This is an optimization exercise on Yosys and OpenROAD, whose aim is small area, not a production implementation. The RTL was checked by simulation tests, not by an equivalence proof against the original design. Power figures rest on the tool's default switching activity, not on a simulated workload.

==> trial 69 <==
Design rv_core, start of the top module:
module rv_core (
  input  logic                CLK,
  input  logic                RST,
  input  rv_isa_pkg::instr_t  instr,        
  input  logic [32-1:0] mem_rdata,    
  output logic [32-1:0] pc,           
  output logic [32-1:0] alu_result,   
  output logic [32-1:0] write_data,   
  output logic                mem_write     
);
==> module rv_regfile, before the edit <==
module rv_regfile (
  input  logic [31*32-1:0] regs,   
  input  logic [4:0]  rs1_addr,
  input  logic [4:0]  rs2_addr,
  input  logic        alt_sel,
  input  logic [31:0] alt,
  output logic [31:0] rs1_data,
  output logic [31:0] rs2_data
);
  logic [31:1] sel1, sel2;
  rv_dec5 u_dec1 (.addr (rs1_addr), .en (~alt_sel), .sel (sel1));
  rv_dec5_noen u_dec2 (.addr (rs2_addr), .sel (sel2));
  for (genvar b = 0; b < 32; b++) begin : g_bit
    logic [31:1] col;
    for (genvar i = 1; i < 32; i++) begin : g_col
      assign col[i] = regs[(i-1)*32 + b];
    end
    rv_rf_bit_alt u_rd1 (
      .d (col), .s (sel1), .alt (alt[b]), .alt_s (alt_sel), .y (rs1_data[b])
    );
    rv_rf_bit u_rd2 (.d (col), .s (sel2), .y (rs2_data[b]));
  end
endmodule
clock: 10.5 ns
lec_check: 0
cap_margin: 0
core_margin: 2
core_utilization: 45
cts_buf_list: sky130_fd_sc_hd__clkbuf_16
cts_cluster_diameter: 60
cts_cluster_size: 25
slew_margin: 0
synth_hierarchical: 1
synth_minimum_keep_size: 0
standard.sh (not shown) runs the stock make flow with config.mk's settings and CLKGATE_MAP_FILE= SYNTH_SCRIPT=/design/flow/synth_recipe.tcl, a recipe that flattens the netlist after the stock synthesis.
==> flow/flow/run.sh <==
#!/bin/bash
# The standard layout (standard.sh, the standard flow's own ORFS run) with two changes:
# ports are buffered with buf_1 instead of the flow's default delay cell,
# clock tree synthesis adds no dummy loads, and gates off the
# critical paths are downsized after global routing (RECOVER_POWER).
set -euo pipefail
export BUFFER_PORTS_ARGS="-buffer_cell sky130_fd_sc_hd__buf_1"
export CTS_ARGS="-sink_clustering_enable -repair_clock_nets -dont_use_dummy_load -sink_clustering_size 25 -sink_clustering_max_diameter 60 -buf_list sky130_fd_sc_hd__clkbuf_16"
export RECOVER_POWER=100
bash standard.sh > standard.log 2>&1
==> build 4 (differences from trial 69) <==
--- a/flow/design.v
+++ b/flow/design.v
@@ -199,7 +199,9 @@
   output logic [31:0] rs2_data
 );
-  logic [31:1] sel1, sel2;
-  rv_dec5 u_dec1 (.addr (rs1_addr), .en (~alt_sel), .sel (sel1));
-  rv_dec5_noen u_dec2 (.addr (rs2_addr), .sel (sel2));
+  logic [31:1] sel1_lo, sel1_hi, sel2_lo, sel2_hi;
+  rv_dec5      u_dec1_lo (.addr (rs1_addr), .en (~alt_sel), .sel (sel1_lo));
+  rv_dec5      u_dec1_hi (.addr (rs1_addr), .en (~alt_sel), .sel (sel1_hi));
+  rv_dec5_noen u_dec2_lo (.addr (rs2_addr), .sel (sel2_lo));
+  rv_dec5_noen u_dec2_hi (.addr (rs2_addr), .sel (sel2_hi));
   for (genvar b = 0; b < 32; b++) begin : g_bit
     logic [31:1] col;
@@ -208,7 +210,7 @@
     end
     rv_rf_bit_alt u_rd1 (
-      .d (col), .s (sel1), .alt (alt[b]), .alt_s (alt_sel), .y (rs1_data[b])
+      .d (col), .s ((b < 16) ? sel1_lo : sel1_hi), .alt (alt[b]), .alt_s (alt_sel), .y (rs1_data[b])
     );
-    rv_rf_bit u_rd2 (.d (col), .s (sel2), .y (rs2_data[b]));
+    rv_rf_bit u_rd2 (.d (col), .s ((b < 16) ? sel2_lo : sel2_hi), .y (rs2_data[b]));
   end
 endmodule
==> flow/flow/run.sh (replaced) <==
#!/bin/bash
# The standard layout (standard.sh, the standard flow's own ORFS run) with two changes:
# ports are buffered with buf_1 instead of the flow's default delay cell,
# and clock tree synthesis adds no dummy loads.
set -euo pipefail
export BUFFER_PORTS_ARGS="-buffer_cell sky130_fd_sc_hd__buf_1"
export CTS_ARGS="-sink_clustering_enable -repair_clock_nets -dont_use_dummy_load -sink_clustering_size 14 -sink_clustering_max_diameter 50 -buf_list sky130_fd_sc_hd__clkbuf_8"
bash standard.sh > standard.log 2>&1
- CAP_MARGIN: 0 -> 20
- CTS_BUF_LIST: sky130_fd_sc_hd__clkbuf_16 -> sky130_fd_sc_hd__clkbuf_8
- CTS_CLUSTER_DIAMETER: 60 -> 50
- CTS_CLUSTER_SIZE: 25 -> 14
- SLEW_MARGIN: 0 -> 20
==> trial 63 (differences from trial 69) <==
==> flow/flow/run.sh (replaced) <==
#!/bin/bash
# The standard layout (standard.sh, the standard flow's own ORFS run) with these changes:
# ports are buffered with buf_1 instead of the flow's default delay cell,
# clock tree synthesis adds no dummy loads, and gates off the
# critical paths are downsized after global routing (RECOVER_POWER).
set -euo pipefail
export BUFFER_PORTS_ARGS="-buffer_cell sky130_fd_sc_hd__buf_1"
export CTS_ARGS="-sink_clustering_enable -repair_clock_nets -dont_use_dummy_load -sink_clustering_size 14 -sink_clustering_max_diameter 50 -buf_list sky130_fd_sc_hd__clkbuf_8"
export RECOVER_POWER=100
bash standard.sh > standard.log 2>&1
- CTS_BUF_LIST: sky130_fd_sc_hd__clkbuf_16 -> sky130_fd_sc_hd__clkbuf_8
- CTS_CLUSTER_DIAMETER: 60 -> 50
- CTS_CLUSTER_SIZE: 25 -> 14
==> notes <==
Trial 63 completed and failed the layout checks on capacitance limit, slew limit, setup timing. Build 4 went through all stages and came out clean. Trial 69 finished but fails on capacitance limit, slew limit, setup timing. Clock skew, highest first: trial 63, build 4, trial 69. Sequential cell count is the same in trial 69 and build 4. Wire length, lowest first: build 4, trial 69, trial 63. Total power, lowest first: build 4, trial 63, trial 69. Utilization, highest first: trial 69, trial 63, build 4. Of build 4 and trial 69, build 4 has the higher clock-buffer cell count (gap 30). Between trial 63 and build 4, the lower sequential share of layout area is in build 4 (gap 0.21 points). Against build 4, the register-to-register slack of trial 69 is lower by 0.16 ns.
==> figures <==
metric                                                               build 4                                     trial 63                                     trial 69
Number of diodes added for antenna fixing                                  9                                           17                                           15
Number of slew-limit violations in the final report                        0                                         1449                                         1448
Global-route track usage on met3                                     0.08268                                       0.1370                                       0.1443
GPL Wtd Cong                                                           1.021                                        1.027                                        1.027
Proportion of power drawn by the clock network                         0.221                                        0.219                                        0.248
Worst slew margin relative to its limit                               0.1463                                       -1.524                                       -1.541
Synthesized instance count                                              2821                                         2729                                         2729
Setup TNS                                                               0 ns                                   -0.3065 ns                                   -0.1686 ns
Nonclk buf count                                                         312                                          341                                          340
Outcome                                             timing/DRC/antenna clean                              failed layout checks                         failed layout checks
Reasons for failing layout checks                                          -  capacitance limit, slew limit, setup timing  capacitance limit, slew limit, setup timing
Non-clock buffering overhead                                         0.03616                                      0.03791                                      0.03753
Placed Instance Area                                              47690 um^2                                   47760 um^2                                   47760 um^2
Total clock buffers created by CTS                                       106                                          110                                           76
R2r endpoint                                                        pc_q[28]                                  regs[12][0]                                  regs[11][0]
Well-tap cell count                                                     1287                                         1276                                         1276
Maximum fanout along the worst path                                       16                                           21                                           21
Total of endpoints with negative setup slack in the final report           0                                            4                                            2

afterwards: timing with drivers on the ports:
No port has a modelled driver above. Below, the same layouts with a new extraction and two added sets of constraints.
Step 1, drivers: a clkbuf_16 drives CLK and a buf_2 each remaining input, both assumed.
Step 2 adds t to the input delays and takes it off the output delays; t is the mean of the earliest and latest rising clock arrival at the registers after step 1. Input paths then give back, and output paths get back, about the clock's delay inside the block.
Slacks: ideal ports / drivers / drivers and shift; pairs: ideal ports / drivers.
run | t, ns | setup WS [ns] | hold WS [ns] | worst setup path after step 2 | latest minus earliest clock arrival (ns)
trial 69 | 0.730 | -0.085 / -0.109 / -0.109 | 0.676 / 0.676 / 0.676 | input to output | 0.071 / 0.071
build 4 | 0.824 | 0.466 / 0.340 / 0.340 | 0.618 / 0.618 / 0.618 | input to output | 0.089 / 0.089
trial 63 | 0.859 | -0.125 / -0.150 / -0.150 | 0.680 / 0.680 / 0.680 | input to output | 0.130 / 0.129
The setup slack of build 4, which loses most, moves by -0.126 ns with the drivers and by -0.126 ns with both steps.
